From an optimization exercise on the open Yosys and OpenROAD flow, aimed at small area and a short achievable clock period; shortcuts taken in it are not production practice.
Function not checked in this run: the RTL went through the layout flow alone.

**run.sh**
```bash
#!/bin/bash
# synth_recipe.tcl (not shown) runs the flow's synth.tcl, then flattens the netlist and writes it again
# the make line also repeats each setting of config.mk as NAME=value (left out here)
make -C /OpenROAD-flow-scripts/flow DESIGN_CONFIG=/design/flow/config.mk WORK_HOME=/design/flow/orfs CLKGATE_MAP_FILE= SYNTH_SCRIPT=/design/flow/synth_recipe.tcl finish
```
**config.mk**
```make
export PLATFORM = sky130hd
export DESIGN_NAME = grad_top
export DESIGN_NICKNAME = grad_top
export VERILOG_FILES = /design/flow/design.v
export SDC_FILE = /design/flow/constraint.sdc
export NUM_CORES = 4
export LEC_CHECK = 0
export CAP_MARGIN = 20
export CORE_MARGIN = 2
export CORE_UTILIZATION = 40
export SLEW_MARGIN = 20
```
**constraint.sdc**
```tcl
create_clock -name core_clock -period 26.0 [get_ports {clk}]
set_input_delay 5.2000 -clock core_clock [delete_from_list [all_inputs] [get_ports {clk}]]
set_output_delay 5.2000 -clock core_clock [all_outputs]
set_load 0.01 [all_outputs]
```
**design.v**
```verilog
`timescale 1ns/100ps
`default_nettype none
module grad_top (
    input  wire logic        clk,
    input  wire logic        rst,
    input  wire logic        in_valid,
    input  wire logic        sof,
    input  wire logic [7:0]  pixel,
    output logic             out_valid,
    output logic [32:0]      grad
);
    logic [7:0] sr [33];
    logic [3:0] col;
    logic [1:0] row;       
    logic [3:0] cur_col;
    logic [1:0] cur_row;
    logic       interior;
    assign cur_col  = sof ? 4'd0 : col;
    assign cur_row  = sof ? 2'd0 : row;
    assign interior = cur_row[1] && (cur_col[3:1] != 3'd0);
    always_ff @(posedge clk) begin
        if (!rst) begin
            col <= 4'd0;
            row <= 2'd0;
        end else if (in_valid) begin
            col <= cur_col + 4'd1;
            if (cur_col == 4'd15 && !cur_row[1])
                row <= cur_row + 2'd1;
            else
                row <= cur_row;
        end
    end
    always_ff @(posedge clk) begin
        if (in_valid) begin
            sr[0] <= pixel;
            for (int i = 1; i < 33; i++)
                sr[i] <= sr[i-1];
        end
    end
    logic [10:0] vld;
    always_ff @(posedge clk) begin
        if (!rst)
            vld <= '0;
        else
            vld <= {vld[9:0], in_valid & interior};
    end
    assign out_valid = vld[10];
    logic [8:0] dv, dh;
    logic [7:0] av, ah;
    assign dv = {1'b0, sr[0]}  - {1'b0, sr[32]};
    assign dh = {1'b0, sr[15]} - {1'b0, sr[17]};
    assign av = dv[8] ? 8'(-dv[7:0]) : dv[7:0];
    assign ah = dh[8] ? 8'(-dh[7:0]) : dh[7:0];
    logic [7:0] r1_av, r1_ah;
    logic       r1_neg;
    always_ff @(posedge clk) begin
        r1_av  <= av;
        r1_ah  <= ah;
        r1_neg <= dv[8] ^ dh[8];
    end
    logic        ovf0;
    logic [7:0]  dsr0;
    logic [16:0] ssq0;
    assign ovf0 = (r1_ah[7:5] == 3'd0) && (r1_av[7:3] >= r1_ah[4:0]) && (r1_av != 8'd0);
    assign dsr0 = {r1_ah[7:1], r1_ah[0] | (r1_ah == 8'd0)};
    logic sq_w1;
    logic sq_w2;
    assign sq_w1 = (r1_av[0] & r1_av[7]) ^ (r1_av[1] & r1_av[6]);
    assign sq_w2 = (r1_av[0] & r1_av[7]) & (r1_av[1] & r1_av[6]);
    logic sq_w3;
    logic sq_w4;
    assign sq_w3 = (r1_av[0] & r1_av[5]) ^ (r1_av[1] & r1_av[4]) ^ (r1_av[2] & r1_av[3]);
    assign sq_w4 = ((r1_av[0] & r1_av[5]) & (r1_av[1] & r1_av[4])) | ((r1_av[0] & r1_av[5]) & (r1_av[2] & r1_av[3])) | ((r1_av[1] & r1_av[4]) & (r1_av[2] & r1_av[3]));
    logic sq_w5;
    logic sq_w6;
    assign sq_w5 = (r1_av[0] & r1_av[6]) ^ (r1_av[1] & r1_av[5]);
    assign sq_w6 = (r1_av[0] & r1_av[6]) & (r1_av[1] & r1_av[5]);
    logic sq_w7;
    logic sq_w8;
    assign sq_w7 = sq_w1 ^ (r1_av[2] & r1_av[5]) ^ (r1_av[3] & r1_av[4]);
    assign sq_w8 = (sq_w1 & (r1_av[2] & r1_av[5])) | (sq_w1 & (r1_av[3] & r1_av[4])) | ((r1_av[2] & r1_av[5]) & (r1_av[3] & r1_av[4]));
    logic sq_w9;
    logic sq_w10;
    assign sq_w9 = r1_av[4] ^ (r1_ah[0] & r1_ah[7]) ^ (r1_ah[1] & r1_ah[6]);
    assign sq_w10 = (r1_av[4] & (r1_ah[0] & r1_ah[7])) | (r1_av[4] & (r1_ah[1] & r1_ah[6])) | ((r1_ah[0] & r1_ah[7]) & (r1_ah[1] & r1_ah[6]));
    logic sq_w11;
    logic sq_w12;
    assign sq_w11 = (r1_av[1] & r1_av[7]) ^ (r1_av[2] & r1_av[6]) ^ (r1_av[3] & r1_av[5]);
    assign sq_w12 = ((r1_av[1] & r1_av[7]) & (r1_av[2] & r1_av[6])) | ((r1_av[1] & r1_av[7]) & (r1_av[3] & r1_av[5])) | ((r1_av[2] & r1_av[6]) & (r1_av[3] & r1_av[5]));
    logic sq_w13;
    logic sq_w14;
    assign sq_w13 = (r1_ah[1] & r1_ah[7]) ^ (r1_ah[2] & r1_ah[6]);
    assign sq_w14 = (r1_ah[1] & r1_ah[7]) & (r1_ah[2] & r1_ah[6]);
    logic sq_w15;
    logic sq_w16;
    assign sq_w15 = (r1_av[2] & r1_av[7]) ^ (r1_av[3] & r1_av[6]) ^ (r1_av[4] & r1_av[5]);
    assign sq_w16 = ((r1_av[2] & r1_av[7]) & (r1_av[3] & r1_av[6])) | ((r1_av[2] & r1_av[7]) & (r1_av[4] & r1_av[5])) | ((r1_av[3] & r1_av[6]) & (r1_av[4] & r1_av[5]));
    logic sq_w17;
    logic sq_w18;
    assign sq_w17 = r1_av[5] ^ (r1_ah[2] & r1_ah[7]) ^ (r1_ah[3] & r1_ah[6]);
    assign sq_w18 = (r1_av[5] & (r1_ah[2] & r1_ah[7])) | (r1_av[5] & (r1_ah[3] & r1_ah[6])) | ((r1_ah[2] & r1_ah[7]) & (r1_ah[3] & r1_ah[6]));
    logic sq_w19;
    logic sq_w20;
    assign sq_w19 = (r1_av[0] & r1_av[3]) ^ (r1_av[1] & r1_av[2]) ^ r1_av[2];
    assign sq_w20 = ((r1_av[0] & r1_av[3]) & (r1_av[1] & r1_av[2])) | ((r1_av[0] & r1_av[3]) & r1_av[2]) | ((r1_av[1] & r1_av[2]) & r1_av[2]);
    logic sq_w21;
    logic sq_w22;
    assign sq_w21 = (r1_av[0] & r1_av[4]) ^ (r1_av[1] & r1_av[3]);
    assign sq_w22 = (r1_av[0] & r1_av[4]) & (r1_av[1] & r1_av[3]);
    logic sq_w23;
    logic sq_w24;
    assign sq_w23 = sq_w3 ^ r1_av[3] ^ (r1_ah[0] & r1_ah[5]);
    assign sq_w24 = (sq_w3 & r1_av[3]) | (sq_w3 & (r1_ah[0] & r1_ah[5])) | (r1_av[3] & (r1_ah[0] & r1_ah[5]));
    logic sq_w25;
    logic sq_w26;
    assign sq_w25 = (r1_ah[1] & r1_ah[4]) ^ (r1_ah[2] & r1_ah[3]);
    assign sq_w26 = (r1_ah[1] & r1_ah[4]) & (r1_ah[2] & r1_ah[3]);
    logic sq_w27;
    logic sq_w28;
    assign sq_w27 = sq_w5 ^ (r1_av[2] & r1_av[4]) ^ (r1_ah[0] & r1_ah[6]);
    assign sq_w28 = (sq_w5 & (r1_av[2] & r1_av[4])) | (sq_w5 & (r1_ah[0] & r1_ah[6])) | ((r1_av[2] & r1_av[4]) & (r1_ah[0] & r1_ah[6]));
    logic sq_w29;
    logic sq_w30;
    assign sq_w29 = (r1_ah[1] & r1_ah[5]) ^ (r1_ah[2] & r1_ah[4]) ^ sq_w4;
    assign sq_w30 = ((r1_ah[1] & r1_ah[5]) & (r1_ah[2] & r1_ah[4])) | ((r1_ah[1] & r1_ah[5]) & sq_w4) | ((r1_ah[2] & r1_ah[4]) & sq_w4);
    logic sq_w31;
    logic sq_w32;
    assign sq_w31 = sq_w7 ^ sq_w9 ^ (r1_ah[2] & r1_ah[5]);
    assign sq_w32 = (sq_w7 & sq_w9) | (sq_w7 & (r1_ah[2] & r1_ah[5])) | (sq_w9 & (r1_ah[2] & r1_ah[5]));
    logic sq_w33;
    logic sq_w34;
    assign sq_w33 = (r1_ah[3] & r1_ah[4]) ^ r1_ah[4] ^ sq_w6;
    assign sq_w34 = ((r1_ah[3] & r1_ah[4]) & r1_ah[4]) | ((r1_ah[3] & r1_ah[4]) & sq_w6) | (r1_ah[4] & sq_w6);
    logic sq_w35;
    logic sq_w36;
    assign sq_w35 = sq_w11 ^ sq_w13 ^ (r1_ah[3] & r1_ah[5]);
    assign sq_w36 = (sq_w11 & sq_w13) | (sq_w11 & (r1_ah[3] & r1_ah[5])) | (sq_w13 & (r1_ah[3] & r1_ah[5]));
    logic sq_w37;
    logic sq_w38;
    assign sq_w37 = sq_w2 ^ sq_w8 ^ sq_w10;
    assign sq_w38 = (sq_w2 & sq_w8) | (sq_w2 & sq_w10) | (sq_w8 & sq_w10);
    logic sq_w39;
    logic sq_w40;
    assign sq_w39 = sq_w15 ^ sq_w17 ^ (r1_ah[4] & r1_ah[5]);
    assign sq_w40 = (sq_w15 & sq_w17) | (sq_w15 & (r1_ah[4] & r1_ah[5])) | (sq_w17 & (r1_ah[4] & r1_ah[5]));
    logic sq_w41;
    logic sq_w42;
    assign sq_w41 = r1_ah[5] ^ sq_w12 ^ sq_w14;
    assign sq_w42 = (r1_ah[5] & sq_w12) | (r1_ah[5] & sq_w14) | (sq_w12 & sq_w14);
    logic sq_w43;
    logic sq_w44;
    assign sq_w43 = (r1_av[3] & r1_av[7]) ^ (r1_av[4] & r1_av[6]) ^ (r1_ah[3] & r1_ah[7]);
    assign sq_w44 = ((r1_av[3] & r1_av[7]) & (r1_av[4] & r1_av[6])) | ((r1_av[3] & r1_av[7]) & (r1_ah[3] & r1_ah[7])) | ((r1_av[4] & r1_av[6]) & (r1_ah[3] & r1_ah[7]));
    logic sq_w45;
    logic sq_w46;
    assign sq_w45 = (r1_ah[4] & r1_ah[6]) ^ sq_w16 ^ sq_w18;
    assign sq_w46 = ((r1_ah[4] & r1_ah[6]) & sq_w16) | ((r1_ah[4] & r1_ah[6]) & sq_w18) | (sq_w16 & sq_w18);
    logic sq_w47;
    logic sq_w48;
    assign sq_w47 = (r1_av[4] & r1_av[7]) ^ (r1_av[5] & r1_av[6]) ^ r1_av[6];
    assign sq_w48 = ((r1_av[4] & r1_av[7]) & (r1_av[5] & r1_av[6])) | ((r1_av[4] & r1_av[7]) & r1_av[6]) | ((r1_av[5] & r1_av[6]) & r1_av[6]);
    logic sq_w49;
    logic sq_w50;
    assign sq_w49 = (r1_ah[4] & r1_ah[7]) ^ (r1_ah[5] & r1_ah[6]) ^ r1_ah[6];
    assign sq_w50 = ((r1_ah[4] & r1_ah[7]) & (r1_ah[5] & r1_ah[6])) | ((r1_ah[4] & r1_ah[7]) & r1_ah[6]) | ((r1_ah[5] & r1_ah[6]) & r1_ah[6]);
    logic sq_w51;
    logic sq_w52;
    assign sq_w51 = (r1_av[0] & r1_av[1]) ^ r1_av[1];
    assign sq_w52 = (r1_av[0] & r1_av[1]) & r1_av[1];
    logic sq_w53;
    logic sq_w54;
    assign sq_w53 = sq_w19 ^ (r1_ah[0] & r1_ah[3]);
    assign sq_w54 = sq_w19 & (r1_ah[0] & r1_ah[3]);
    logic sq_w55;
    logic sq_w56;
    assign sq_w55 = sq_w21 ^ (r1_ah[0] & r1_ah[4]) ^ (r1_ah[1] & r1_ah[3]);
    assign sq_w56 = (sq_w21 & (r1_ah[0] & r1_ah[4])) | (sq_w21 & (r1_ah[1] & r1_ah[3])) | ((r1_ah[0] & r1_ah[4]) & (r1_ah[1] & r1_ah[3]));
    logic sq_w57;
    logic sq_w58;
    assign sq_w57 = sq_w23 ^ sq_w25 ^ r1_ah[3];
    assign sq_w58 = (sq_w23 & sq_w25) | (sq_w23 & r1_ah[3]) | (sq_w25 & r1_ah[3]);
    logic sq_w59;
    logic sq_w60;
    assign sq_w59 = sq_w27 ^ sq_w29 ^ sq_w24;
    assign sq_w60 = (sq_w27 & sq_w29) | (sq_w27 & sq_w24) | (sq_w29 & sq_w24);
    logic sq_w61;
    logic sq_w62;
    assign sq_w61 = sq_w31 ^ sq_w33 ^ sq_w28;
    assign sq_w62 = (sq_w31 & sq_w33) | (sq_w31 & sq_w28) | (sq_w33 & sq_w28);
    logic sq_w63;
    logic sq_w64;
    assign sq_w63 = sq_w35 ^ sq_w37 ^ sq_w32;
    assign sq_w64 = (sq_w35 & sq_w37) | (sq_w35 & sq_w32) | (sq_w37 & sq_w32);
    logic sq_w65;
    logic sq_w66;
    assign sq_w65 = sq_w39 ^ sq_w41 ^ sq_w36;
    assign sq_w66 = (sq_w39 & sq_w41) | (sq_w39 & sq_w36) | (sq_w41 & sq_w36);
    logic sq_w67;
    logic sq_w68;
    assign sq_w67 = sq_w43 ^ sq_w45 ^ sq_w40;
    assign sq_w68 = (sq_w43 & sq_w45) | (sq_w43 & sq_w40) | (sq_w45 & sq_w40);
    logic sq_w69;
    logic sq_w70;
    assign sq_w69 = sq_w47 ^ sq_w49 ^ sq_w44;
    assign sq_w70 = (sq_w47 & sq_w49) | (sq_w47 & sq_w44) | (sq_w49 & sq_w44);
    logic sq_w71;
    logic sq_w72;
    assign sq_w71 = (r1_av[5] & r1_av[7]) ^ (r1_ah[5] & r1_ah[7]) ^ sq_w48;
    assign sq_w72 = ((r1_av[5] & r1_av[7]) & (r1_ah[5] & r1_ah[7])) | ((r1_av[5] & r1_av[7]) & sq_w48) | ((r1_ah[5] & r1_ah[7]) & sq_w48);
    logic sq_w73;
    logic sq_w74;
    assign sq_w73 = (r1_av[6] & r1_av[7]) ^ r1_av[7] ^ (r1_ah[6] & r1_ah[7]);
    assign sq_w74 = ((r1_av[6] & r1_av[7]) & r1_av[7]) | ((r1_av[6] & r1_av[7]) & (r1_ah[6] & r1_ah[7])) | (r1_av[7] & (r1_ah[6] & r1_ah[7]));
    logic sq_w75;
    logic sq_w76;
    assign sq_w75 = sq_w51 ^ (r1_ah[0] & r1_ah[1]);
    assign sq_w76 = sq_w51 & (r1_ah[0] & r1_ah[1]);
    logic sq_w77;
    logic sq_w78;
    assign sq_w77 = (r1_av[0] & r1_av[2]) ^ (r1_ah[0] & r1_ah[2]) ^ sq_w52;
    assign sq_w78 = ((r1_av[0] & r1_av[2]) & (r1_ah[0] & r1_ah[2])) | ((r1_av[0] & r1_av[2]) & sq_w52) | ((r1_ah[0] & r1_ah[2]) & sq_w52);
    logic sq_w79;
    logic sq_w80;
    assign sq_w79 = sq_w53 ^ (r1_ah[1] & r1_ah[2]) ^ r1_ah[2];
    assign sq_w80 = (sq_w53 & (r1_ah[1] & r1_ah[2])) | (sq_w53 & r1_ah[2]) | ((r1_ah[1] & r1_ah[2]) & r1_ah[2]);
    logic sq_w81;
    logic sq_w82;
    assign sq_w81 = sq_w55 ^ sq_w20 ^ sq_w54;
    assign sq_w82 = (sq_w55 & sq_w20) | (sq_w55 & sq_w54) | (sq_w20 & sq_w54);
    logic sq_w83;
    logic sq_w84;
    assign sq_w83 = sq_w57 ^ sq_w22 ^ sq_w56;
    assign sq_w84 = (sq_w57 & sq_w22) | (sq_w57 & sq_w56) | (sq_w22 & sq_w56);
    logic sq_w85;
    logic sq_w86;
    assign sq_w85 = sq_w59 ^ sq_w26 ^ sq_w58;
    assign sq_w86 = (sq_w59 & sq_w26) | (sq_w59 & sq_w58) | (sq_w26 & sq_w58);
    logic sq_w87;
    logic sq_w88;
    assign sq_w87 = sq_w61 ^ sq_w30 ^ sq_w60;
    assign sq_w88 = (sq_w61 & sq_w30) | (sq_w61 & sq_w60) | (sq_w30 & sq_w60);
    logic sq_w89;
    logic sq_w90;
    assign sq_w89 = sq_w63 ^ sq_w34 ^ sq_w62;
    assign sq_w90 = (sq_w63 & sq_w34) | (sq_w63 & sq_w62) | (sq_w34 & sq_w62);
    logic sq_w91;
    logic sq_w92;
    assign sq_w91 = sq_w65 ^ sq_w38 ^ sq_w64;
    assign sq_w92 = (sq_w65 & sq_w38) | (sq_w65 & sq_w64) | (sq_w38 & sq_w64);
    logic sq_w93;
    logic sq_w94;
    assign sq_w93 = sq_w67 ^ sq_w42 ^ sq_w66;
    assign sq_w94 = (sq_w67 & sq_w42) | (sq_w67 & sq_w66) | (sq_w42 & sq_w66);
    logic sq_w95;
    logic sq_w96;
    assign sq_w95 = sq_w69 ^ sq_w46 ^ sq_w68;
    assign sq_w96 = (sq_w69 & sq_w46) | (sq_w69 & sq_w68) | (sq_w46 & sq_w68);
    logic sq_w97;
    logic sq_w98;
    assign sq_w97 = sq_w71 ^ sq_w50 ^ sq_w70;
    assign sq_w98 = (sq_w71 & sq_w50) | (sq_w71 & sq_w70) | (sq_w50 & sq_w70);
    logic sq_w99;
    logic sq_w100;
    assign sq_w99 = sq_w73 ^ r1_ah[7] ^ sq_w72;
    assign sq_w100 = (sq_w73 & r1_ah[7]) | (sq_w73 & sq_w72) | (r1_ah[7] & sq_w72);
    logic [16:0] sq_r0, sq_r1;
    assign sq_r0 = {1'b0, sq_w74, sq_w99, sq_w97, sq_w95, sq_w93, sq_w91, sq_w89, sq_w87, sq_w85, sq_w83, sq_w81, sq_w79, sq_w77, sq_w75, 1'b0, r1_av[0]};
    assign sq_r1 = {1'b0, sq_w100, sq_w98, sq_w96, sq_w94, sq_w92, sq_w90, sq_w88, sq_w86, sq_w84, sq_w82, sq_w80, sq_w78, sq_w76, r1_ah[1], 1'b0, r1_ah[0]};
    assign ssq0 = sq_r0 + sq_r1;
    logic [8:0] dq0_t;
    assign dq0_t = {{3'd0, r1_av[7:3]}, r1_av[2:0][2]};
    logic [8:0] dq0_d;
    logic dq0_ge;
    logic [9:0] dq0_x;
    assign dq0_x = {1'b0, dq0_t} - {1'b0, {1'b0, dsr0}};
    assign dq0_d = dq0_x[8:0];
    assign dq0_ge = !dq0_x[9];
    logic [7:0] dq0_r;
    assign dq0_r = dq0_ge ? dq0_d[7:0] : dq0_t[7:0];
    logic [0:0] dq0_q;
    assign dq0_q = {dq0_ge};
    logic [8:0] dq1_t;
    assign dq1_t = {dq0_r, r1_av[2:0][1]};
    logic [8:0] dq1_d;
    logic dq1_ge;
    logic [9:0] dq1_x;
    assign dq1_x = {1'b0, dq1_t} - {1'b0, {1'b0, dsr0}};
    assign dq1_d = dq1_x[8:0];
    assign dq1_ge = !dq1_x[9];
    logic [7:0] dq1_r;
    assign dq1_r = dq1_ge ? dq1_d[7:0] : dq1_t[7:0];
    logic [1:0] dq1_q;
    assign dq1_q = {dq0_q, dq1_ge};
    logic [7:0] p2_drem;
    logic [1:0] p2_dquo;
    logic [7:0] p2_dsr;
    logic p2_neg, p2_ovf;
    logic [2:0] p2_num;
    logic [16:0] p2_srad;
    always_ff @(posedge clk) begin
        p2_drem <= dq1_r;
        p2_dquo <= dq1_q;
        p2_dsr  <= dsr0;
        p2_neg  <= r1_neg;
        p2_ovf  <= ovf0;
        p2_num  <= r1_av[2:0];
        p2_srad <= ssq0;
    end
    logic [8:0] dq2_t;
    assign dq2_t = {p2_drem, p2_num[0]};
    logic [8:0] dq2_d;
    logic dq2_ge;
    logic [9:0] dq2_x;
    assign dq2_x = {1'b0, dq2_t} - {1'b0, {1'b0, p2_dsr}};
    assign dq2_d = dq2_x[8:0];
    assign dq2_ge = !dq2_x[9];
    logic [7:0] dq2_r;
    assign dq2_r = dq2_ge ? dq2_d[7:0] : dq2_t[7:0];
    logic [2:0] dq2_q;
    assign dq2_q = {p2_dquo, dq2_ge};
    logic [8:0] dq3_t;
    assign dq3_t = {dq2_r, 1'b0};
    logic [8:0] dq3_d;
    logic dq3_ge;
    logic [9:0] dq3_x;
    assign dq3_x = {1'b0, dq3_t} - {1'b0, {1'b0, p2_dsr}};
    assign dq3_d = dq3_x[8:0];
    assign dq3_ge = !dq3_x[9];
    logic [7:0] dq3_r;
    assign dq3_r = dq3_ge ? dq3_d[7:0] : dq3_t[7:0];
    logic [3:0] dq3_q;
    assign dq3_q = {dq2_q, dq3_ge};
    logic [2:0] sq0_c, sq0_t;
    assign sq0_c = 3'({1'b0, p2_srad[16]});
    assign sq0_t = 3'(3'b001);
    logic [2:0] sq0_d;
    logic sq0_ge;
    logic [3:0] sq0_x;
    assign sq0_x = {1'b0, sq0_c} - {1'b0, sq0_t};
    assign sq0_d = sq0_x[2:0];
    assign sq0_ge = !sq0_x[3];
    logic [1:0] sq0_r;
    logic [0:0] sq0_q;
    assign sq0_r = sq0_ge ? sq0_d[1:0] : sq0_c[1:0];
    assign sq0_q = {sq0_ge};
    logic [3:0] sq1_c, sq1_t;
    assign sq1_c = 4'({sq0_r, p2_srad[15:14]});
    assign sq1_t = 4'({sq0_q, 2'b01});
    logic [3:0] sq1_d;
    logic sq1_ge;
    logic [4:0] sq1_x;
    assign sq1_x = {1'b0, sq1_c} - {1'b0, sq1_t};
    assign sq1_d = sq1_x[3:0];
    assign sq1_ge = !sq1_x[4];
    logic [2:0] sq1_r;
    logic [1:0] sq1_q;
    assign sq1_r = sq1_ge ? sq1_d[2:0] : sq1_c[2:0];
    assign sq1_q = {sq0_q, sq1_ge};
    logic [7:0] p3_drem;
    logic [3:0] p3_dquo;
    logic [7:0] p3_dsr;
    logic p3_neg, p3_ovf;
    logic [16:0] p3_srad;
    logic [2:0] p3_srem;
    logic [1:0] p3_sroot;
    always_ff @(posedge clk) begin
        p3_drem <= dq3_r;
        p3_dquo <= dq3_q;
        p3_dsr  <= p2_dsr;
        p3_neg  <= p2_neg;
        p3_ovf  <= p2_ovf;
        p3_srad <= p2_srad;
        p3_srem  <= sq1_r;
        p3_sroot <= sq1_q;
    end
    logic [8:0] dq4_t;
    assign dq4_t = {p3_drem, 1'b0};
    logic [8:0] dq4_d;
    logic dq4_ge;
    logic [9:0] dq4_x;
    assign dq4_x = {1'b0, dq4_t} - {1'b0, {1'b0, p3_dsr}};
    assign dq4_d = dq4_x[8:0];
    assign dq4_ge = !dq4_x[9];
    logic [7:0] dq4_r;
    assign dq4_r = dq4_ge ? dq4_d[7:0] : dq4_t[7:0];
    logic [4:0] dq4_q;
    assign dq4_q = {p3_dquo, dq4_ge};
    logic [8:0] dq5_t;
    assign dq5_t = {dq4_r, 1'b0};
    logic [8:0] dq5_d;
    logic dq5_ge;
    logic [9:0] dq5_x;
    assign dq5_x = {1'b0, dq5_t} - {1'b0, {1'b0, p3_dsr}};
    assign dq5_d = dq5_x[8:0];
    assign dq5_ge = !dq5_x[9];
    logic [7:0] dq5_r;
    assign dq5_r = dq5_ge ? dq5_d[7:0] : dq5_t[7:0];
    logic [5:0] dq5_q;
    assign dq5_q = {dq4_q, dq5_ge};
    logic [4:0] sq2_c, sq2_t;
    assign sq2_c = 5'({p3_srem, p3_srad[13:12]});
    assign sq2_t = 5'({p3_sroot, 2'b01});
    logic [4:0] sq2_d;
    logic sq2_ge;
    logic [5:0] sq2_x;
    assign sq2_x = {1'b0, sq2_c} - {1'b0, sq2_t};
    assign sq2_d = sq2_x[4:0];
    assign sq2_ge = !sq2_x[5];
    logic [3:0] sq2_r;
    logic [2:0] sq2_q;
    assign sq2_r = sq2_ge ? sq2_d[3:0] : sq2_c[3:0];
    assign sq2_q = {p3_sroot, sq2_ge};
    logic [5:0] sq3_c, sq3_t;
    assign sq3_c = 6'({sq2_r, p3_srad[11:10]});
    assign sq3_t = 6'({sq2_q, 2'b01});
    logic [5:0] sq3_d;
    logic sq3_ge;
    logic [6:0] sq3_x;
    assign sq3_x = {1'b0, sq3_c} - {1'b0, sq3_t};
    assign sq3_d = sq3_x[5:0];
    assign sq3_ge = !sq3_x[6];
    logic [4:0] sq3_r;
    logic [3:0] sq3_q;
    assign sq3_r = sq3_ge ? sq3_d[4:0] : sq3_c[4:0];
    assign sq3_q = {sq2_q, sq3_ge};
    logic [7:0] p4_drem;
    logic [5:0] p4_dquo;
    logic [7:0] p4_dsr;
    logic p4_neg, p4_ovf;
    logic [16:0] p4_srad;
    logic [4:0] p4_srem;
    logic [3:0] p4_sroot;
    always_ff @(posedge clk) begin
        p4_drem <= dq5_r;
        p4_dquo <= dq5_q;
        p4_dsr  <= p3_dsr;
        p4_neg  <= p3_neg;
        p4_ovf  <= p3_ovf;
        p4_srad <= p3_srad;
        p4_srem  <= sq3_r;
        p4_sroot <= sq3_q;
    end
    logic [8:0] dq6_t;
    assign dq6_t = {p4_drem, 1'b0};
    logic [8:0] dq6_d;
    logic dq6_ge;
    logic [9:0] dq6_x;
    assign dq6_x = {1'b0, dq6_t} - {1'b0, {1'b0, p4_dsr}};
    assign dq6_d = dq6_x[8:0];
    assign dq6_ge = !dq6_x[9];
    logic [7:0] dq6_r;
    assign dq6_r = dq6_ge ? dq6_d[7:0] : dq6_t[7:0];
    logic [6:0] dq6_q;
    assign dq6_q = {p4_dquo, dq6_ge};
    logic [8:0] dq7_t;
    assign dq7_t = {dq6_r, 1'b0};
    logic [8:0] dq7_d;
    logic dq7_ge;
    logic [9:0] dq7_x;
    assign dq7_x = {1'b0, dq7_t} - {1'b0, {1'b0, p4_dsr}};
    assign dq7_d = dq7_x[8:0];
    assign dq7_ge = !dq7_x[9];
    logic [7:0] dq7_r;
    assign dq7_r = dq7_ge ? dq7_d[7:0] : dq7_t[7:0];
    logic [7:0] dq7_q;
    assign dq7_q = {dq6_q, dq7_ge};
    logic [6:0] sq4_c, sq4_t;
    assign sq4_c = 7'({p4_srem, p4_srad[9:8]});
    assign sq4_t = 7'({p4_sroot, 2'b01});
    logic [6:0] sq4_d;
    logic sq4_ge;
    logic [7:0] sq4_x;
    assign sq4_x = {1'b0, sq4_c} - {1'b0, sq4_t};
    assign sq4_d = sq4_x[6:0];
    assign sq4_ge = !sq4_x[7];
    logic [5:0] sq4_r;
    logic [4:0] sq4_q;
    assign sq4_r = sq4_ge ? sq4_d[5:0] : sq4_c[5:0];
    assign sq4_q = {p4_sroot, sq4_ge};
    logic [7:0] sq5_c, sq5_t;
    assign sq5_c = 8'({sq4_r, p4_srad[7:6]});
    assign sq5_t = 8'({sq4_q, 2'b01});
    logic [7:0] sq5_d;
    logic sq5_ge;
    logic [8:0] sq5_x;
    assign sq5_x = {1'b0, sq5_c} - {1'b0, sq5_t};
    assign sq5_d = sq5_x[7:0];
    assign sq5_ge = !sq5_x[8];
    logic [6:0] sq5_r;
    logic [5:0] sq5_q;
    assign sq5_r = sq5_ge ? sq5_d[6:0] : sq5_c[6:0];
    assign sq5_q = {sq4_q, sq5_ge};
    logic [7:0] p5_drem;
    logic [7:0] p5_dquo;
    logic [7:0] p5_dsr;
    logic p5_neg, p5_ovf;
    logic [16:0] p5_srad;
    logic [6:0] p5_srem;
    logic [5:0] p5_sroot;
    always_ff @(posedge clk) begin
        p5_drem <= dq7_r;
        p5_dquo <= dq7_q;
        p5_dsr  <= p4_dsr;
        p5_neg  <= p4_neg;
        p5_ovf  <= p4_ovf;
        p5_srad <= p4_srad;
        p5_srem  <= sq5_r;
        p5_sroot <= sq5_q;
    end
    logic [8:0] dq8_t;
    assign dq8_t = {p5_drem, 1'b0};
    logic [8:0] dq8_d;
    logic dq8_ge;
    logic [9:0] dq8_x;
    assign dq8_x = {1'b0, dq8_t} - {1'b0, {1'b0, p5_dsr}};
    assign dq8_d = dq8_x[8:0];
    assign dq8_ge = !dq8_x[9];
    logic [7:0] dq8_r;
    assign dq8_r = dq8_ge ? dq8_d[7:0] : dq8_t[7:0];
    logic [8:0] dq8_q;
    assign dq8_q = {p5_dquo, dq8_ge};
    logic [8:0] dq9_t;
    assign dq9_t = {dq8_r, 1'b0};
    logic [8:0] dq9_d;
    logic dq9_ge;
    logic [9:0] dq9_x;
    assign dq9_x = {1'b0, dq9_t} - {1'b0, {1'b0, p5_dsr}};
    assign dq9_d = dq9_x[8:0];
    assign dq9_ge = !dq9_x[9];
    logic [7:0] dq9_r;
    assign dq9_r = dq9_ge ? dq9_d[7:0] : dq9_t[7:0];
    logic [9:0] dq9_q;
    assign dq9_q = {dq8_q, dq9_ge};
    logic [8:0] sq6_c, sq6_t;
    assign sq6_c = 9'({p5_srem, p5_srad[5:4]});
    assign sq6_t = 9'({p5_sroot, 2'b01});
    logic [8:0] sq6_d;
    logic sq6_ge;
    logic [9:0] sq6_x;
    assign sq6_x = {1'b0, sq6_c} - {1'b0, sq6_t};
    assign sq6_d = sq6_x[8:0];
    assign sq6_ge = !sq6_x[9];
    logic [7:0] sq6_r;
    logic [6:0] sq6_q;
    assign sq6_r = sq6_ge ? sq6_d[7:0] : sq6_c[7:0];
    assign sq6_q = {p5_sroot, sq6_ge};
    logic [9:0] sq7_c, sq7_t;
    assign sq7_c = 10'({sq6_r, p5_srad[3:2]});
    assign sq7_t = 10'({sq6_q, 2'b01});
    logic [9:0] sq7_d;
    logic sq7_ge;
    logic [10:0] sq7_x;
    assign sq7_x = {1'b0, sq7_c} - {1'b0, sq7_t};
    assign sq7_d = sq7_x[9:0];
    assign sq7_ge = !sq7_x[10];
    logic [8:0] sq7_r;
    logic [7:0] sq7_q;
    assign sq7_r = sq7_ge ? sq7_d[8:0] : sq7_c[8:0];
    assign sq7_q = {sq6_q, sq7_ge};
    logic [7:0] p6_drem;
    logic [9:0] p6_dquo;
    logic [7:0] p6_dsr;
    logic p6_neg, p6_ovf;
    logic [16:0] p6_srad;
    logic [8:0] p6_srem;
    logic [7:0] p6_sroot;
    always_ff @(posedge clk) begin
        p6_drem <= dq9_r;
        p6_dquo <= dq9_q;
        p6_dsr  <= p5_dsr;
        p6_neg  <= p5_neg;
        p6_ovf  <= p5_ovf;
        p6_srad <= p5_srad;
        p6_srem  <= sq7_r;
        p6_sroot <= sq7_q;
    end
    logic [8:0] dq10_t;
    assign dq10_t = {p6_drem, 1'b0};
    logic [8:0] dq10_d;
    logic dq10_ge;
    logic [9:0] dq10_x;
    assign dq10_x = {1'b0, dq10_t} - {1'b0, {1'b0, p6_dsr}};
    assign dq10_d = dq10_x[8:0];
    assign dq10_ge = !dq10_x[9];
    logic [7:0] dq10_r;
    assign dq10_r = dq10_ge ? dq10_d[7:0] : dq10_t[7:0];
    logic [10:0] dq10_q;
    assign dq10_q = {p6_dquo, dq10_ge};
    logic [8:0] dq11_t;
    assign dq11_t = {dq10_r, 1'b0};
    logic [8:0] dq11_d;
    logic dq11_ge;
    logic [9:0] dq11_x;
    assign dq11_x = {1'b0, dq11_t} - {1'b0, {1'b0, p6_dsr}};
    assign dq11_d = dq11_x[8:0];
    assign dq11_ge = !dq11_x[9];
    logic [7:0] dq11_r;
    assign dq11_r = dq11_ge ? dq11_d[7:0] : dq11_t[7:0];
    logic [11:0] dq11_q;
    assign dq11_q = {dq10_q, dq11_ge};
    logic [10:0] sq8_c, sq8_t;
    assign sq8_c = 11'({p6_srem, p6_srad[1:0]});
    assign sq8_t = 11'({p6_sroot, 2'b01});
    logic [10:0] sq8_d;
    logic sq8_ge;
    logic [11:0] sq8_x;
    assign sq8_x = {1'b0, sq8_c} - {1'b0, sq8_t};
    assign sq8_d = sq8_x[10:0];
    assign sq8_ge = !sq8_x[11];
    logic [9:0] sq8_r;
    logic [8:0] sq8_q;
    assign sq8_r = sq8_ge ? sq8_d[9:0] : sq8_c[9:0];
    assign sq8_q = {p6_sroot, sq8_ge};
    logic [7:0] p7_drem;
    logic [11:0] p7_dquo;
    logic [7:0] p7_dsr;
    logic p7_neg, p7_ovf;
    logic [16:0] p7_srad;
    logic [9:0] p7_srem;
    logic [8:0] p7_sroot;
    always_ff @(posedge clk) begin
        p7_drem <= dq11_r;
        p7_dquo <= dq11_q;
        p7_dsr  <= p6_dsr;
        p7_neg  <= p6_neg;
        p7_ovf  <= p6_ovf;
        p7_srad <= p6_srad;
        p7_srem  <= sq8_r;
        p7_sroot <= sq8_q;
    end
    logic [8:0] dq12_t;
    assign dq12_t = {p7_drem, 1'b0};
    logic [8:0] dq12_d;
    logic dq12_ge;
    logic [9:0] dq12_x;
    assign dq12_x = {1'b0, dq12_t} - {1'b0, {1'b0, p7_dsr}};
    assign dq12_d = dq12_x[8:0];
    assign dq12_ge = !dq12_x[9];
    logic [7:0] dq12_r;
    assign dq12_r = dq12_ge ? dq12_d[7:0] : dq12_t[7:0];
    logic [12:0] dq12_q;
    assign dq12_q = {p7_dquo, dq12_ge};
    logic [8:0] dq13_t;
    assign dq13_t = {dq12_r, 1'b0};
    logic [8:0] dq13_d;
    logic dq13_ge;
    logic [9:0] dq13_x;
    assign dq13_x = {1'b0, dq13_t} - {1'b0, {1'b0, p7_dsr}};
    assign dq13_d = dq13_x[8:0];
    assign dq13_ge = !dq13_x[9];
    logic [7:0] dq13_r;
    assign dq13_r = dq13_ge ? dq13_d[7:0] : dq13_t[7:0];
    logic [13:0] dq13_q;
    assign dq13_q = {dq12_q, dq13_ge};
    logic [11:0] sq9_c, sq9_t;
    assign sq9_c = 12'({p7_srem, 2'b00});
    assign sq9_t = 12'({p7_sroot, 2'b01});
    logic [11:0] sq9_d;
    logic sq9_ge;
    logic [12:0] sq9_x;
    assign sq9_x = {1'b0, sq9_c} - {1'b0, sq9_t};
    assign sq9_d = sq9_x[11:0];
    assign sq9_ge = !sq9_x[12];
    logic [10:0] sq9_r;
    logic [9:0] sq9_q;
    assign sq9_r = sq9_ge ? sq9_d[10:0] : sq9_c[10:0];
    assign sq9_q = {p7_sroot, sq9_ge};
    logic [7:0] p8_drem;
    logic [13:0] p8_dquo;
    logic [7:0] p8_dsr;
    logic p8_neg, p8_ovf;
    logic [16:0] p8_srad;
    logic [10:0] p8_srem;
    logic [9:0] p8_sroot;
    always_ff @(posedge clk) begin
        p8_drem <= dq13_r;
        p8_dquo <= dq13_q;
        p8_dsr  <= p7_dsr;
        p8_neg  <= p7_neg;
        p8_ovf  <= p7_ovf;
        p8_srad <= p7_srad;
        p8_srem  <= sq9_r;
        p8_sroot <= sq9_q;
    end
    logic [8:0] dq14_t;
    assign dq14_t = {p8_drem, 1'b0};
    logic [8:0] dq14_d;
    logic dq14_ge;
    logic [9:0] dq14_x;
    assign dq14_x = {1'b0, dq14_t} - {1'b0, {1'b0, p8_dsr}};
    assign dq14_d = dq14_x[8:0];
    assign dq14_ge = !dq14_x[9];
    logic [7:0] dq14_r;
    assign dq14_r = dq14_ge ? dq14_d[7:0] : dq14_t[7:0];
    logic [14:0] dq14_q;
    assign dq14_q = {p8_dquo, dq14_ge};
    logic [8:0] dq15_t;
    assign dq15_t = {dq14_r, 1'b0};
    logic [8:0] dq15_d;
    logic dq15_ge;
    logic [9:0] dq15_x;
    assign dq15_x = {1'b0, dq15_t} - {1'b0, {1'b0, p8_dsr}};
    assign dq15_d = dq15_x[8:0];
    assign dq15_ge = !dq15_x[9];
    logic [7:0] dq15_r;
    assign dq15_r = dq15_ge ? dq15_d[7:0] : dq15_t[7:0];
    logic [15:0] dq15_q;
    assign dq15_q = {dq14_q, dq15_ge};
    logic [12:0] sq10_c, sq10_t;
    assign sq10_c = 13'({p8_srem, 2'b00});
    assign sq10_t = 13'({p8_sroot, 2'b01});
    logic [12:0] sq10_d;
    logic sq10_ge;
    logic [13:0] sq10_x;
    assign sq10_x = {1'b0, sq10_c} - {1'b0, sq10_t};
    assign sq10_d = sq10_x[12:0];
    assign sq10_ge = !sq10_x[13];
    logic [11:0] sq10_r;
    logic [10:0] sq10_q;
    assign sq10_r = sq10_ge ? sq10_d[11:0] : sq10_c[11:0];
    assign sq10_q = {p8_sroot, sq10_ge};
    logic [7:0] p9_drem;
    logic [15:0] p9_dquo;
    logic [7:0] p9_dsr;
    logic p9_neg, p9_ovf;
    logic [16:0] p9_srad;
    logic [11:0] p9_srem;
    logic [10:0] p9_sroot;
    always_ff @(posedge clk) begin
        p9_drem <= dq15_r;
        p9_dquo <= dq15_q;
        p9_dsr  <= p8_dsr;
        p9_neg  <= p8_neg;
        p9_ovf  <= p8_ovf;
        p9_srad <= p8_srad;
        p9_srem  <= sq10_r;
        p9_sroot <= sq10_q;
    end
    logic [8:0] dq16_t;
    assign dq16_t = {p9_drem, 1'b0};
    logic [8:0] dq16_d;
    logic dq16_ge;
    logic [9:0] dq16_x;
    assign dq16_x = {1'b0, dq16_t} - {1'b0, {1'b0, p9_dsr}};
    assign dq16_d = dq16_x[8:0];
    assign dq16_ge = !dq16_x[9];
    logic [7:0] dq16_r;
    assign dq16_r = dq16_ge ? dq16_d[7:0] : dq16_t[7:0];
    logic [16:0] dq16_q;
    assign dq16_q = {p9_dquo, dq16_ge};
    logic [8:0] dq17_t;
    assign dq17_t = {dq16_r, 1'b0};
    logic [8:0] dq17_d;
    logic dq17_ge;
    logic [9:0] dq17_x;
    assign dq17_x = {1'b0, dq17_t} - {1'b0, {1'b0, p9_dsr}};
    assign dq17_d = dq17_x[8:0];
    assign dq17_ge = !dq17_x[9];
    logic [7:0] dq17_r;
    assign dq17_r = dq17_ge ? dq17_d[7:0] : dq17_t[7:0];
    logic [17:0] dq17_q;
    assign dq17_q = {dq16_q, dq17_ge};
    logic [13:0] sq11_c, sq11_t;
    assign sq11_c = 14'({p9_srem, 2'b00});
    assign sq11_t = 14'({p9_sroot, 2'b01});
    logic [13:0] sq11_d;
    logic sq11_ge;
    logic [14:0] sq11_x;
    assign sq11_x = {1'b0, sq11_c} - {1'b0, sq11_t};
    assign sq11_d = sq11_x[13:0];
    assign sq11_ge = !sq11_x[14];
    logic [12:0] sq11_r;
    logic [11:0] sq11_q;
    assign sq11_r = sq11_ge ? sq11_d[12:0] : sq11_c[12:0];
    assign sq11_q = {p9_sroot, sq11_ge};
    logic [7:0] p10_drem;
    logic [17:0] p10_dquo;
    logic [7:0] p10_dsr;
    logic p10_neg, p10_ovf;
    logic [16:0] p10_srad;
    logic [12:0] p10_srem;
    logic [11:0] p10_sroot;
    always_ff @(posedge clk) begin
        p10_drem <= dq17_r;
        p10_dquo <= dq17_q;
        p10_dsr  <= p9_dsr;
        p10_neg  <= p9_neg;
        p10_ovf  <= p9_ovf;
        p10_srad <= p9_srad;
        p10_srem  <= sq11_r;
        p10_sroot <= sq11_q;
    end
    logic [8:0] dq18_t;
    assign dq18_t = {p10_drem, 1'b0};
    logic [8:0] dq18_d;
    logic dq18_ge;
    logic [9:0] dq18_x;
    assign dq18_x = {1'b0, dq18_t} - {1'b0, {1'b0, p10_dsr}};
    assign dq18_d = dq18_x[8:0];
    assign dq18_ge = !dq18_x[9];
    logic [7:0] dq18_r;
    assign dq18_r = dq18_ge ? dq18_d[7:0] : dq18_t[7:0];
    logic [18:0] dq18_q;
    assign dq18_q = {p10_dquo, dq18_ge};
    logic [14:0] sq12_c, sq12_t;
    assign sq12_c = 15'({p10_srem, 2'b00});
    assign sq12_t = 15'({p10_sroot, 2'b01});
    logic [14:0] sq12_d;
    logic sq12_ge;
    logic [15:0] sq12_x;
    assign sq12_x = {1'b0, sq12_c} - {1'b0, sq12_t};
    assign sq12_d = sq12_x[14:0];
    assign sq12_ge = !sq12_x[15];
    logic [13:0] sq12_r;
    logic [12:0] sq12_q;
    assign sq12_r = sq12_ge ? sq12_d[13:0] : sq12_c[13:0];
    assign sq12_q = {p10_sroot, sq12_ge};
    logic [18:0] q, q_low, q_neg;
    logic [19:0] tan;
    assign q = dq18_q;
    assign q_low[0] = 1'b0;
    for (genvar i = 1; i < 19; i++) begin : g_low
        assign q_low[i] = |q[i-1:0];
    end
    assign q_neg = q ^ q_low;
    assign tan = p10_ovf ? (p10_neg ? 20'h80000 : 20'h7ffff)
               : p10_neg ? {|q, q_neg} : {1'b0, q};
    always_ff @(posedge clk) begin
        grad <= {sq12_q, tan};
    end
endmodule
`default_nettype wire
```
==> flow_summary_export.csv <==
group,metric,value,unit
die,die_w,291.5,µm
min_path,hp-class,"reg -> reg",
logic_synthesis,yosys_register_bits,762,
clocking,cts_hold_buf,0,
die,initial_core_util,40.34,%
grt,grt_max_degree,137,
logic_synthesis,synth_area_per_cell,11.47,µm²
sta,tns,0,ns
finish,num-nets-final,3315,
clocking,root_buffer,"clkbuf_16",
finish,syn_to_final_growth,13.36,%
logic_synthesis,yosys_warnings,2,
clocking,cts_sinks,762,
finish,fillCellCount,7509,
finish,layout-drive-gt1-share,7.622,%
sta,relSlewSlack,37.35,%
routing,drtPass1Iterations,5,
sta,min_period,7.301,ns
clocking,postCtsSetupBuffers,0,
routing,wl,57.04,mm
finish,layout_commonest_cell,"dfxtp_1",
setup_path,rr_startpoint,"r1_av[6]$_DFF_P_",
logic_synthesis,synth_cell_types,80,
grt,grt_pass1_wl,97.30,mm
routing,ant_nets,0,
routing,drcViolationCount,0,
routing,post_drt_wl_per_cell,13.87,µm
logic_synthesis,synth_edf_count,264,
sta,setup_viol,0,
logic_synthesis,synth_area,33070,µm²
min_path,min_from,"p7_dquo[11]$_DFF_P_",
clocking,clock_latency,0.62,ns
clocking,path_clk_slew,0.06,ns
setup_path,crit_required,26.24,ns
placement,gp_congestion,0.8610,
clocking,cts_buffers,81,
sta,tightest_slew,0.9357,ns
finish,utilization,45.73,%
die,io_pins,46,
grt,grt_usage,13.51,%
sta,hold_ws,0.3147,ns
run_status,status,"complete, no violations",
job,maxCapViolCount,0,
sta,finalMaxSlewViolations,0,
die,fp.dieArea,84990,µm²
logic_synthesis,synthArstFlopShare,0,%
setup_path,endpoint_kind,"flip-flop",
logic_synthesis,syn-num-nets,3219,
placement,io_buffers,45,
grt,grt_pass1_vias,20759,
logic_synthesis,synth_flop_cell,"dfxtp_1",
sta,rsz0062_at_grt,"false",
clocking,cts_resized,0,
logic_synthesis,syn_inst,2884,
routing,vias,20185,
finish,diodes,0,
routing,drt_iter0_drc,950,
logic_synthesis,synth_seq_area_share,54.12,%
setup_path,start_kind,"primary input",
die,rows,105,
setup_path,cp-startpoint,"in_valid",
grt,antenna_found_initial,0,
die,die_h,291.5,µm
finish,final_cell_mix,"dfxtp_1, inv_1, ha_1, edfxtp_1, nor2_1",
clocking,clockBufferDepth,3,
clocking,htreeDepth,3,
setup_path,critPathKind,"in -> reg",
setup_path,arrival,7.54,ns
sta,finalHoldViolCount,0,
sta,final.setup_skew,0.01915,ns
placement,hpwl,40.93,mm
clocking,cts_tree,"yes",
grt,grt-ovfl-total,0,
sta,fin_crit_sh,28.08,%
routing,vias_per_cell,4.906,
die,coreArea,81980,µm²
sta,fmax,0.1370,GHz
setup_path,cp_max_fo,136,
==> worst max-delay path, cell delays in order <==
cell and delay, ns:
buf_8 0.62, buf_4 0.74, buf_4 0.80
==> synthesized netlist by cell type (all sizes together), types with 4 or more instances <==
master / number / share of area [%]
dfxtp: 498 / 30
inv: 279 / 3.2
ha: 270 / 10
edfxtp: 264 / 24
nor2: 226 / 2.6
o21ai: 153 / 2.3
a21oi: 150 / 2.3
xnor2: 135 / 3.6
nand2: 113 / 1.3
mux2: 104 / 3.5
a21o: 63 / 1.4
xor2: 60 / 1.6
nor3: 56 / 0.90
fa: 53 / 3.2
nor2b: 50 / 0.95
nand2b: 42 / 0.80
and2: 36 / 0.68
o21a: 34 / 0.77
clkbuf: 32 / 0.36
a211oi: 23 / 0.54
o21bai: 20 / 0.45
mux2i: 17 / 0.51
nand3: 17 / 0.26
a211o: 16 / 0.42
or2: 15 / 0.28
or3: 15 / 0.30
o211ai: 12 / 0.27
nor4: 11 / 0.25
a31oi: 9 / 0.17
a21boi: 7 / 0.16
nand4b: 7 / 0.19
o31ai: 6 / 0.14
or4: 6 / 0.16
a221oi: 5 / 0.19
a311oi: 5 / 0.13
nand4: 5 / 0.095
o211a: 5 / 0.15
a31o: 4 / 0.11
buf: 4 / 0.053
nand3b: 4 / 0.091
o22ai: 4 / 0.076
o41ai: 4 / 0.11
or3b: 4 / 0.11
==> cell families after synthesis <==
family	Yosys count	share of synthesized area, %
DFF	762	54.12
and+or+nand+nor	616	9.118
AOI/OAI and AO/OA	549	10.50
adders and majority gates	323	13.42
buffers and inverters	317	3.606
xor gates and xnor gates	195	5.165
muxes	121	4.056
other	1	0.01134
==> cell type report <==
cell class                      count  area [µm²]  share of cell area, %
Clock buffer                      102        2197                  5.861
Timing Repair Buffer               49       485.5                  1.295
Tap cell                         1070        1339                  3.571
Clock inverter                     45       533.0                  1.422
Multi-Input combinational cell   1805       13980                  37.29
Inverter                          281        1055                  2.814
Sequential cell                   762       17900                  47.75
==> through the flow <==
step           worst slack (ns)  cell area [µm²]  cells
6_report                  18.70            37490   4114
3_3_place_gp              18.13            34760   3967
4_1_cts                   18.75            37490   4114
5_1_grt                   18.49            37490   4114
3_5_place_dp              18.04            34760   3967
2_1_floorplan             19.89            33070   2884
==> layer usage <==
| layer | part of all wire [%] | vias up | track usage [%] | routed length, µm |
|---|---|---|---|---|
| met5 | 0 | - | 0 | 0 |
| met4 | 3.0 | 0 | 5.129 | 1691 |
| met3 | 2.9 | 114 | 2.268 | 1658 |
| met2 | 49 | 250 | 23.59 | 27860 |
| met1 | 45 | 9591 | 16.67 | 25830 |
| li1 | - | 10230 | - | - |
==> worst paths after layout <==
kind,slack (ns),to,depth (start not counted)
max,18.70,sr[32][4]$_DFFE_PP_,3
min reg2reg,0.31,p8_dquo[13]$_DFF_P_,0
max reg2reg,20.83,p2_srad[16]$_DFF_P_,18
min,0.31,p8_dquo[13]$_DFF_P_,0
==> state kept, by name, indices dropped and copies added (netlist names), 12 cells and up <==
| register | cells |
|---|---|
| p10_dquo | 18 |
| sr | 264 |
| grad | 33 |
| p9_dquo | 16 |
| p3_srad | 14 |
| p10_sroot | 12 |
| p10_srem | 12 |
| p8_dquo | 14 |
| p7_dquo | 12 |
| p2_srad | 17 |

==> afterwards: timing with drivers on the ports <==
How much do the figures lean on ideal ports? The routed layout below was timed once more, with nothing changed but the port constraints. Step 1 (the two cells are an assumption about what drives the block):
set clk [get_ports {clk}]
set_driving_cell -lib_cell sky130_fd_sc_hd__clkbuf_16 $clk
set_driving_cell -lib_cell sky130_fd_sc_hd__buf_2 [delete_from_list [all_inputs] $clk]
Step 2 adds t to the input delays and takes it off the output delays; t is the mean of the earliest and latest rising clock arrival at the registers after step 1. Input paths then give back, and output paths get back, about the clock's delay inside the block. Slacks: ideal ports / drivers / drivers and shift; pairs: ideal ports / drivers.
shift t [ns]: 0.668
slack for setup (ns): 18.699 / 18.714 / 18.046
latest minus earliest clock arrival (ns): 0.024 / 0.024
worst register clock-pin slew, ns: 0.06 / 0.06
cell pins on the clock port's net: 1
After both steps setup and hold are still met in this run. The setup slack of this run moves by +0.015 ns with the drivers and by -0.653 ns with both steps.
